This design comes from an exercise in tuning for small area and a short achievable clock period on the open sky130 flow, not from production work. No activity file was given, so power comes from the tool's default toggle rates.

==> module mode_banks_top, before the edit <==
module mode_banks_top (
    input  wire          clk,
    input  wire          rst,
    input  wire          reg_write,
    input  wire [23:0]   reg_wr,             
    input  wire          find_mode_req,
    input  wire [31:0]   meas,               
    output wire [3:0]    mode_match_safe,
    output wire          dirty_modes,
    output wire          mode_change,
    output wire          vid_mode_change,
    output wire [127:0]  timing
);
    wire [7:0]  wr_addr = reg_wr[23:16];
    wire [15:0] wr_data = reg_wr[15:0];
    logic [4*128-1:0] cfg;
    logic [3:0]       valid;
    logic [3:0]       dirty;
    logic             dirty_q;
    logic [3:0]       sel;        
    logic [3:0]       last;
    logic             change;
    logic             vchange;
    logic [127:0]     tim;
    logic [3:0] hit [9];
    always_comb begin
        for (int m = 0; m < 4; m++) begin
            for (int o = 0; o < 9; o++) begin
                hit[o][m] = reg_write && (wr_addr == 8'(4 + 9 * m + o));
            end
        end
    end
    always_ff @(posedge clk) begin
        for (int m = 0; m < 4; m++) begin
            for (int o = 0; o < 8; o++) begin
                if (hit[o][m] && !valid[m]) begin
                    cfg[m*128 + (7-o)*16 +: 16] <= wr_data;
                end
            end
        end
    end
    logic [3:0] valid_n, dirty_n, match_n, sel_n, last_n, keep_n;
    logic       change_n;
    always_comb begin
        for (int m = 0; m < 4; m++) begin
            valid_n[m] = hit[8][m] ? wr_data[0] : valid[m];
            if (hit[8][m] && wr_data[0]) dirty_n[m] = 1'b1;
            else if (change && sel[m])   dirty_n[m] = 1'b0;
            else                         dirty_n[m] = dirty[m];
            match_n[m] = valid[m] &&
                         cfg[m*128 + 112 +: 16] == meas[31:16] &&
                         cfg[m*128 + 96  +: 16] == meas[15:0];
        end
        sel_n[0] = match_n[0];
        sel_n[1] = match_n[1] && !match_n[0];
        sel_n[2] = match_n[2] && !match_n[1] && !match_n[0];
        sel_n[3] = match_n[3] && !match_n[2] && !match_n[1] && !match_n[0];
        last_n = change ? sel : last;
        keep_n = ~last_n | dirty_n;
        change_n = find_mode_req && |(sel_n & keep_n);
    end
    always_ff @(posedge clk or posedge rst) begin
        if (rst) begin
            valid   <= '0;
            dirty   <= '0;
            dirty_q <= 1'b0;
            sel     <= '0;
            last    <= '0;
            change  <= 1'b0;
            vchange <= 1'b0;
        end else begin
            valid   <= valid_n;
            dirty   <= dirty_n;
            dirty_q <= |dirty;
            sel     <= sel_n;
            last    <= last_n;
            change  <= change_n;
            vchange <= change;
        end
    end
    logic [127:0] c;
    always_comb begin
        c = '0;
        for (int m = 0; m < 4; m++) begin
            c = c | ({128{sel[m]}} & cfg[m*128 +: 128]);
        end
    end
    wire [15:0] sc  = c[112 +: 16];
    wire [15:0] lc  = c[96  +: 16];
    wire [15:0] hfp = c[80  +: 16];
    wire [15:0] hsl = c[64  +: 16];
    wire [15:0] hb  = c[48  +: 16];
    wire [15:0] vfp = c[32  +: 16];
    wire [15:0] vsl = c[16  +: 16];
    wire [15:0] vb  = c[0   +: 16];
    wire [127:0] tim_n = {
        16'(sc + hb - 16'd1),
        16'(lc + vb - 16'd1),
        hb,
        16'(sc + hfp),
        16'(sc + hfp + hsl),
        vb,
        16'(lc + vfp),
        16'(lc + vfp + vsl)
    };
    localparam logic [127:0] tim_rst = {
        16'd1649, 16'd749, 16'd370, 16'd1390, 16'd1430, 16'd30, 16'd725, 16'd730
    };
    always_ff @(posedge clk or posedge rst) begin
        if (rst) begin
            tim <= tim_rst;
        end else if (change) begin
            tim <= tim_n;
        end
    end
    assign mode_match_safe = sel;
    assign dirty_modes     = dirty_q;
    assign mode_change     = change;
    assign vid_mode_change = vchange;
    assign timing          = tim;
endmodule
export LEC_CHECK = 0
export CAP_MARGIN = 20
export CORE_MARGIN = 2
export CORE_UTILIZATION = 40
export SETUP_SLACK_MARGIN = 3.0
export SLEW_MARGIN = 20
create_clock -name core_clock -period 5.5 [get_ports {clk}]
run.sh (not shown) runs the stock make flow with config.mk's settings and CLKGATE_MAP_FILE= SYNTH_SCRIPT=/design/flow/synth_recipe.tcl, a recipe that flattens the netlist after the stock synthesis.
The first run went through all stages and came out clean.
Edit:
--- a/flow/design.v
+++ b/flow/design.v
@@ -148,17 +148,40 @@
     wire [15:0] hb  = c[48  +: 16];
     wire [15:0] vfp = c[32  +: 16];
     wire [15:0] vsl = c[16  +: 16];
     wire [15:0] vb  = c[0   +: 16];
+    function automatic logic [15:0] add16(input logic [15:0] a, input logic [15:0] b);
+        logic [15:0] g, p, gg, pp;
+        g = a & b;
+        p = a ^ b;
+        gg = g;
+        pp = p;
+        for (int d = 1; d < 16; d = d * 2) begin
+            for (int i = 15; i >= d; i--) begin
+                gg[i] = gg[i] | (pp[i] & gg[i-d]);
+                pp[i] = pp[i] & pp[i-d];
+            end
+        end
+        add16 = p ^ {gg[14:0], 1'b0};
+    endfunction
+    function automatic logic [15:0] add3(input logic [15:0] a, input logic [15:0] b, input logic [15:0] c);
+        logic [15:0] s, y;
+        s = a ^ b ^ c;
+        y = (a & b) | (a & c) | (b & c);
+        add3 = add16(s, {y[14:0], 1'b0});
+    endfunction
+    function automatic logic [15:0] add_m1(input logic [15:0] a, input logic [15:0] b);
+        add_m1 = add16(~(a ^ b), {a[14:0] | b[14:0], 1'b0});
+    endfunction
     wire [127:0] tim_n = {
-        16'(sc + hb - 16'd1),
-        16'(lc + vb - 16'd1),
+        add_m1(sc, hb),
+        add_m1(lc, vb),
         hb,
-        16'(sc + hfp),
-        16'(sc + hfp + hsl),
+        add16(sc, hfp),
+        add3(sc, hfp, hsl),
         vb,
-        16'(lc + vfp),
-        16'(lc + vfp + vsl)
+        add16(lc, vfp),
+        add3(lc, vfp, vsl)
     };
     localparam logic [127:0] tim_rst = {
         16'd1649, 16'd749, 16'd370, 16'd1390, 16'd1430, 16'd30, 16'd725, 16'd730
     };
The new run went through all stages and came out clean.
Worst setup slack gains 0.56 ns.
Combinational power came out higher by about 4%.
Flip-flop and latch count stays the same.
Routed wire length rises by 5.7%.
Power came out higher by 0.53%.
Via count increases by 2.9%.
Design area goes up by 0.44%.
Final cell count increases by 1.2%.
Global-route usage stays flat.
Non-clock buffer count does not change.
Clock-buffer cell count went down by 13.
Sequential power stays flat.
Area after synthesis is higher by 1.0%.
No run of this note included a check of the RTL's function; only the layout flow was run.

-- afterwards: timing with drivers on the ports --
How much do the figures lean on ideal ports? The routed layouts below were timed once more, with nothing changed but the port constraints.
Step 1 sets driving cells, clkbuf_16 on the clock port and buf_2 on the other inputs (assumed; they add their load-dependent delay and slew).
Step 2 times the ports against the registers' clock, not the clock port: input delays grow and output delays shrink by t, the midpoint of the rising clock arrivals with the driver on.
a / b / c = ideal / step 1 / step 2; a / b = the first two.
run | t (ns) | slack for setup (ns) | worst setup path after step 2
the first run | 0.684 | 1.239 / 1.239 / 1.239 | register to register
the second run | 0.684 | 1.796 / 1.796 / 1.796 | register to register
After both steps setup and hold are still met in every run listed.
